Source: an optimization exercise on an open RTL-to-GDS flow (aim: small area, a short achievable clock period and few clock cycles). Production flows keep margins and buffers that such runs may drop. At most, simulation tests tie the RTL to the original design; equivalence was not proved. Power and IR drop assume default switching activity.

==> flow/design.v (excerpt) <==
module clock_synth_register_planner_top (
	input  logic                        clk,
	input  logic                        arst_n,
	input  logic                        req_valid,
	output logic                        req_ready,
	input  logic [csrp_pkg::CLK_W-1:0]  req_clock_index,
	input  logic [csrp_pkg::FREQ_W-1:0] req_out_frequency,
	output logic                        wr_valid,
	input  logic                        wr_ready,
	output logic [7:0]                  wr_reg_address,
	output logic [7:0]                  wr_reg_value,
	output logic                        wr_final_write,
	input  logic                        xtal_we,
	input  logic [csrp_pkg::XTAL_W-1:0] xtal_data
);
export LEC_CHECK = 0
export CAP_MARGIN = 20
export CORE_MARGIN = 2
export CORE_UTILIZATION = 60
export CTS_CLUSTER_DIAMETER = 90
export CTS_CLUSTER_SIZE = 22
export PLACE_DENSITY = 0.72
export SETUP_SLACK_MARGIN = 4.0
export SLEW_MARGIN = 20
create_clock -name core_clock -period 7.0 [get_ports {clk}]
run.sh (not shown) runs the stock make flow with config.mk's settings and CLKGATE_MAP_FILE= SYNTH_SCRIPT=/design/flow/synth_recipe.tcl, a recipe that flattens the netlist after the stock synthesis.
Change:
--- a/flow/design.v
+++ b/flow/design.v
@@ -59,13 +59,12 @@
 	output logic [25:0] out_r,
 	output logic [12:0] out_s,
 	output logic [9:0]  out_m,
 	output logic [1:0]  out_c
 );
 	logic        a_busy;
-	logic        a_rdy;
 	logic [3:0]  a_cnt;
 	logic [3:0]  a_cnt_n;
 	logic [28:0] a_f;
 	logic [27:0] a_e;
 	logic [9:0]  a_q;
 	logic [1:0]  a_c;
@@ -86,13 +85,13 @@
 	logic [9:0]  b1_m;
 	logic [1:0]  b1_c;
 	logic        b1_done;
 	logic        b1_hand;
 	logic [26:0] b1_t;
 	logic [27:0] b1_d;
-	assign in_ready = a_rdy;
+	assign in_ready = !a_busy;
 	assign a_done   = a_busy && (a_cnt == 4'd12);
 	assign a_hand   = a_done && !b1_busy;
 	always_comb begin
 		a_fcl = a_f[27:0];
 		if (a_f[27:0] < FREQ_MIN) a_fcl = FREQ_MIN;
 		if (a_f[27:0] > FREQ_MAX) a_fcl = FREQ_MAX;
@@ -124,22 +123,16 @@
 	assign a_a = {1'b0, a_e, a_nb_q};
 	assign a_b = ~{1'b0, a_f};
 	csrp_add #(.W(30)) u_a_add (.a(a_a), .b(a_b), .ci(1'b1), .s(a_s), .co(a_ge));
 	always_ff @(posedge clk or negedge arst_n) begin
 		if (!arst_n) begin
 			a_busy <= 1'b0;
-			a_rdy  <= 1'b1;
 			a_cnt  <= '0;
 		end else begin
-			if (!a_busy) begin
-				a_busy <= in_valid;
-				a_rdy  <= !in_valid;
-			end else if (a_hand) begin
-				a_busy <= 1'b0;
-				a_rdy  <= 1'b1;
-			end
+			if (!a_busy) a_busy <= in_valid;
+			else if (a_hand) a_busy <= 1'b0;
 			a_cnt <= a_cnt_n;
 		end
 	end
 	always_ff @(posedge clk) begin
 		if (!a_busy) begin
 			a_f <= {1'b0, in_f};
@@ -219,13 +212,12 @@
 	logic [3:0]  b2_cnt;
 	logic [25:0] b2_r;
 	logic [9:0]  b2_m;
 	logic [1:0]  b2_c;
 	logic [12:0] qh_q;
 	logic [12:0] ql_q;
-	logic        b2_qb;
 	logic        nz_q;
 	logic [26:0] b2_t;
 	logic [27:0] b2_d;
 	logic        hand;
 	logic        busy_q;
 	logic [4:0]  cnt_q;
@@ -258,13 +250,13 @@
 		end else begin
 			if (hand) begin
 				qfull_q <= 1'b1;
 				b2_cnt  <= '0;
 			end else begin
 				if (emit && cnt_q == 5'd7) qfull_q <= 1'b0;
-				if (b2_cnt != 4'd14) b2_cnt <= b2_cnt + 4'd1;
+				if (b2_cnt != 4'd13) b2_cnt <= b2_cnt + 4'd1;
 			end
 			if (hand) pend_q <= 1'b1;
 			else if (start) pend_q <= 1'b0;
 		end
 	end
 	always_ff @(posedge clk) begin
@@ -273,24 +265,23 @@
 			b2_m <= in_m;
 			b2_c <= in_c;
 			qh_q <= in_s;
 			nz_q <= (in_s[5:0] != 6'd0) || ({in_r, 13'b0} >= {13'b0, ~xtn});
 		end else begin
 			b2_r <= b2_d[27] ? b2_t[25:0] : b2_d[25:0];
-			if (b2_cnt != 4'd0 && b2_cnt != 4'd14) ql_q[4'd13 - b2_cnt] <= b2_qb;
+			if (b2_cnt != 4'd13) ql_q[4'd12 - b2_cnt] <= !b2_d[27];
 		end
-		b2_qb <= !b2_d[27];
 	end
 	assign take  = !out_v_q || wr_ready;
 	assign last  = cnt_q[4];
 	always_comb begin
 		case (cnt_q)
-			5'd4:    rdy = (b2_cnt >= 4'd2);
-			5'd5:    rdy = (b2_cnt >= 4'd5);
-			5'd6:    rdy = (b2_cnt >= 4'd13);
-			5'd7:    rdy = (b2_cnt == 4'd14);
+			5'd4:    rdy = (b2_cnt >= 4'd1);
+			5'd5:    rdy = (b2_cnt >= 4'd4);
+			5'd6:    rdy = (b2_cnt >= 4'd12);
+			5'd7:    rdy = (b2_cnt == 4'd13);
 			default: rdy = 1'b1;
 		endcase
 	end
 	assign emit  = busy_q && take && rdy;
 	assign start = pend_q && (!busy_q || (emit && last));
 	assign p1 = {qh_q, ql_q[12]} - 14'd512;
@@ -386,16 +377,18 @@
 	end
 	always_ff @(posedge clk or negedge arst_n) begin
 		if (!arst_n) begin
 			xtal_q <= XTAL_RESET;
 		end else if (xtal_we) begin
 			xtal_q <= xtal_data;
+		end else begin
+			xtal_q <= xtal_cl;
 		end
 	end
 	always_ff @(posedge clk) begin
-		xtal_n <= ~xtal_cl;
+		xtal_n <= ~xtal_q;
 	end
 	csrp_divpipe u_divpipe (
 		.clk       (clk),
 		.arst_n    (arst_n),
 		.in_valid  (req_valid),
 		.in_ready  (req_ready),
After rerunning: The new run finished clean; synthesized area falls by 2.1%; first-iteration DRC count climbs by 11%; final cell count fell by 3.1%; combinational power drops by 11%; maximum frequency went up by 5.3%; power went down by 6.7%; worst hold slack improves by 0.0063 ns; critical path depth went up by 1; routed wire length drops by 0.92%; design area shrinks by 3.0%; core utilization came out lower by 0.17 points; die area falls by 2.0%; via count decreases by 1.4%; clock power stays flat.
Testbench counts after the change, summed over its fixed seeds: cycles 8,984.
No functional check of the RTL was part of the first run of this note.

========
job 5128:
clock_synth_register_planner_top, a different RTL version from the one above (not shown whole).
Size in the first run: roughly 290 flip-flops.
Design clock_synth_register_planner_top, start of the top module:
module clock_synth_register_planner_top (
	input  logic                        clk,
	input  logic                        arst_n,
	input  logic                        req_valid,
	output logic                        req_ready,
	input  logic [csrp_pkg::CLK_W-1:0]  req_clock_index,
	input  logic [csrp_pkg::FREQ_W-1:0] req_out_frequency,
	output logic                        wr_valid,
	input  logic                        wr_ready,
	output logic [7:0]                  wr_reg_address,
	output logic [7:0]                  wr_reg_value,
	output logic                        wr_final_write,
	input  logic                        xtal_we,
	input  logic [csrp_pkg::XTAL_W-1:0] xtal_data
);
	logic [XTAL_W-1:0] xtal_q;
	logic [XTAL_W-1:0] xtal_cl;
	logic [XTAL_W-1:0] xtal_n;
	logic              plan_valid;
	logic              plan_ready;
	logic [25:0]       plan_r;
	logic [12:0]       plan_s;
	logic [9:0]        plan_m;
	logic [1:0]        plan_c;
	always_comb begin
		xtal_cl = xtal_q;
		if (xtal_q < XTAL_MIN) xtal_cl = XTAL_MIN;
		if (xtal_q > XTAL_MAX) xtal_cl = XTAL_MAX;
	end
	always_ff @(posedge clk or negedge arst_n) begin
		if (!arst_n) begin
			xtal_q <= XTAL_RESET;
		end else if (xtal_we) begin
			xtal_q <= xtal_data;
		end
	end
	always_ff @(posedge clk) begin
		xtal_n <= ~xtal_cl;
	end
	csrp_divpipe u_divpipe (
		.clk       (clk),
		.arst_n    (arst_n),
		.in_valid  (req_valid),
		.in_ready  (req_ready),
		.in_clk    (req_clock_index),
		.in_f      (req_out_frequency),
		.xtn       (xtal_n),
		.out_valid (plan_valid),
		.out_ready (plan_ready),
		.out_r     (plan_r),
		.out_s     (plan_s),
  ...
export LEC_CHECK = 0
export CAP_MARGIN = 20
export CORE_MARGIN = 2
export CORE_UTILIZATION = 66
export CTS_CLUSTER_DIAMETER = 90
export CTS_CLUSTER_SIZE = 22
export PLACE_DENSITY = 0.78
export SETUP_SLACK_MARGIN = 4.0
export SLEW_MARGIN = 20
create_clock -name core_clock -period 7.0 [get_ports {clk}]
standard.sh (not shown) runs the stock make flow with config.mk's settings and CLKGATE_MAP_FILE= SYNTH_SCRIPT=/design/flow/synth_recipe.tcl, a recipe that flattens the netlist after the stock synthesis.
==> flow/flow/run.sh <==
#!/bin/bash
# The standard layout, with the port buffers placed as buf_2 cells (the
# default pick is the larger, slower clkdlybuf4s50_1). Each tool's output
# goes to standard.log in the run folder (ORFS keeps per-step logs too).
set -euo pipefail
export BUFFER_PORTS_ARGS="-buffer_cell sky130_fd_sc_hd__buf_2"
bash standard.sh > standard.log 2>&1
Testbench counts of job 5128, summed over its fixed seeds: cycles 8,984.
For job 4091, these inputs were changed with respect to job 5128:
diff --git a/flow/design.v b/flow/design.v
--- a/flow/design.v
+++ b/flow/design.v
@@ -120,26 +120,27 @@
 		a_nb_q   <= a_nb;
 		a_init_q <= (a_cnt_n == 4'd1);
 	end
 	assign a_a = {1'b0, a_e, a_nb_q};
 	assign a_b = ~{1'b0, a_f};
 	csrp_add #(.W(30)) u_a_add (.a(a_a), .b(a_b), .ci(1'b1), .s(a_s), .co(a_ge));
 	always_ff @(posedge clk or negedge arst_n) begin
 		if (!arst_n) begin
 			a_busy <= 1'b0;
-			a_cnt  <= '0;
 		end else begin
 			if (!a_busy) a_busy <= in_valid;
 			else if (a_hand) a_busy <= 1'b0;
-			a_cnt <= a_cnt_n;
 		end
 	end
 	always_ff @(posedge clk) begin
+		a_cnt <= a_cnt_n;
+	end
+	always_ff @(posedge clk) begin
 		if (!a_busy) begin
 			a_f <= {1'b0, in_f};
 			a_c <= (in_clk == 2'd3) ? 2'd2 : in_clk;
 		end else if (a_cnt == 4'd0) begin
 			a_f <= {1'b0, a_fcl};
 		end else if (a_cnt == 4'd11) begin
 			a_f <= VCO_OFS_N;
 		end
 		if (a_cnt == 4'd0) begin
@@ -155,31 +156,28 @@
 	assign b1_hand = b1_done && out_ready;
 	assign b1_t    = {b1_r, b1_s[12]};
 	logic        b1_ge;
 	logic [26:0] b1_dd;
 	csrp_add #(.W(27)) u_b1_sub (.a(b1_t), .b({1'b1, xtn}), .ci(1'b1), .s(b1_dd), .co(b1_ge));
 	assign b1_d    = {!b1_ge, b1_dd};
 	always_ff @(posedge clk or negedge arst_n) begin
 		if (!arst_n) begin
 			b1_busy <= 1'b0;
-			b1_cnt  <= '0;
 		end else begin
-			if (a_hand) begin
-				b1_busy <= 1'b1;
-				b1_cnt  <= '0;
-			end else if (b1_hand) begin
-				b1_busy <= 1'b0;
-			end else if (b1_busy && !b1_done) begin
-				b1_cnt <= b1_cnt + 4'd1;
-			end
+			if (a_hand) b1_busy <= 1'b1;
+			else if (b1_hand) b1_busy <= 1'b0;
 		end
 	end
 	always_ff @(posedge clk) begin
+		if (a_hand) b1_cnt <= '0;
+		else if (b1_busy && !b1_done) b1_cnt <= b1_cnt + 4'd1;
+	end
+	always_ff @(posedge clk) begin
 		if (a_hand) begin
 			b1_r <= {3'b0, a_s[29:7]};
 			b1_s <= {a_s[6:1], 7'b0};
 			b1_m <= a_q - 10'd1;
 			b1_c <= a_c;
 		end else if (b1_busy && !b1_done) begin
 			b1_r <= b1_d[27] ? b1_t[25:0] : b1_d[25:0];
 			b1_s <= {b1_s[11:0], !b1_d[27]};
 		end
@@ -240,32 +238,30 @@
 	assign b2_t     = {b2_r, 1'b0};
 	logic        b2_ge;
 	logic [26:0] b2_dd;
 	csrp_add #(.W(27)) u_b2_sub (.a(b2_t), .b({1'b1, xtn}), .ci(1'b1), .s(b2_dd), .co(b2_ge));
 	assign b2_d     = {!b2_ge, b2_dd};
 	always_ff @(posedge clk or negedge arst_n) begin
 		if (!arst_n) begin
 			qfull_q <= 1'b0;
 			pend_q  <= 1'b0;
-			b2_cnt  <= '0;
 		end else begin
-			if (hand) begin
-				qfull_q <= 1'b1;
-				b2_cnt  <= '0;
-			end else begin
-				if (emit && cnt_q == 5'd7) qfull_q <= 1'b0;
-				if (b2_cnt != 4'd13) b2_cnt <= b2_cnt + 4'd1;
-			end
+			if (hand) qfull_q <= 1'b1;
+			else if (emit && cnt_q == 5'd7) qfull_q <= 1'b0;
 			if (hand) pend_q <= 1'b1;
 			else if (start) pend_q <= 1'b0;
 		end
 	end
 	always_ff @(posedge clk) begin
+		if (hand) b2_cnt <= '0;
+		else if (b2_cnt != 4'd13) b2_cnt <= b2_cnt + 4'd1;
+	end
+	always_ff @(posedge clk) begin
 		if (hand) begin
 			b2_r <= in_r;
 			b2_m <= in_m;
 			b2_c <= in_c;
 			qh_q <= in_s;
 			nz_q <= (in_s[5:0] != 6'd0) || ({in_r, 13'b0} >= {13'b0, ~xtn});
 		end else begin
 			b2_r <= b2_d[27] ? b2_t[25:0] : b2_d[25:0];
 			if (b2_cnt != 4'd13) ql_q[4'd12 - b2_cnt] <= !b2_d[27];
@@ -310,32 +306,30 @@
 				3'd2: nxt_val = {4'b0, (m_q == 10'd0) ? 2'b11 : 2'b00, m_q[9:8]};
 				3'd3: nxt_val = m_q[7:0];
 				default: nxt_val = 8'h00;
 			endcase
 		end
 	end
 	always_ff @(posedge clk or negedge arst_n) begin
 		if (!arst_n) begin
 			busy_q  <= 1'b0;
-			cnt_q   <= '0;
 			out_v_q <= 1'b0;
 		end else begin
 			if (take) out_v_q <= busy_q && rdy;
-			if (start) begin
-				busy_q <= 1'b1;
-				cnt_q  <= '0;
-			end else if (emit) begin
-				cnt_q <= cnt_q + 5'd1;
-				if (last) busy_q <= 1'b0;
-			end
+			if (start) busy_q <= 1'b1;
+			else if (emit && last) busy_q <= 1'b0;
 		end
 	end
 	always_ff @(posedge clk) begin
+		if (start) cnt_q <= '0;
+		else if (emit) cnt_q <= cnt_q + 5'd1;
+	end
+	always_ff @(posedge clk) begin
 		if (emit) begin
 			out_addr_q  <= nxt_addr;
 			out_val_q   <= nxt_val;
 			out_final_q <= last;
 		end
 		if (start) begin
 			m_q <= b2_m;
 			c_q <= b2_c;
 		end
--- outcome ---
- Delta (job 4091 minus job 5128): wire length of the first global-routing pass grew by about 1.2%; worst stage delay on the critical path grew by 0.03 ns.
- Non-clock buffer count (job 4091 over job 5128): increase, 21%
- Taking job 5128 as the reference point, the final weighted congestion in routability-driven placement of job 4091 rises by about 3.2%.
- The register-to-register slack of job 5128 and that of job 4091 are within noise of each other.
- The simple-gate share of the synthesized area reported for job 4091 is smaller than that of job 5128 by 0.53 points.
- Compared with job 5128, job 4091 has extra setup slack.
- Clock group share of total power: lower on job 4091
- Job 4091 vs job 5128, instance count: job 4091 higher
- Job 4091 vs. job 5128: die area held; post-route clock period utilization held; total number of vias went up 2.1%; share of post-route cells with drive strength above 1 went up 3.2 points.
- Job 4091 -> job 5128: height of the chip flat
The RTL of job 4091 was laid out without a check of its function.

what the ideal ports hide:
Ports are ideal in the flow. The routed layouts listed here were re-timed in OpenROAD.
Step 1 assumes that a clkbuf_16 drives the clock port and a buf_2 every other input.
Step 2 also shifts input and output timing later by t, the mid clock arrival at the registers, as if the neighbouring blocks saw the same clock.
Slacks: ideal / step 1 / step 2; pairs: ideal / step 1.
run	shift t [ns]	setup slack, ns	pins driven straight from the clock port
the first run of note 1	0.569	3.893 / 3.893 / 3.849	1
the second run of note 1	0.549	4.048 / 4.013 / 3.843	1
job 5128	0.551	3.991 / 3.991 / 3.991	1
job 4091	0.563	3.997 / 3.997 / 3.997	1
After both steps setup and hold are still met in every run listed. The setup slack of the second run of note 1, which loses most, moves by -0.035 ns with the drivers and by -0.205 ns with both steps.
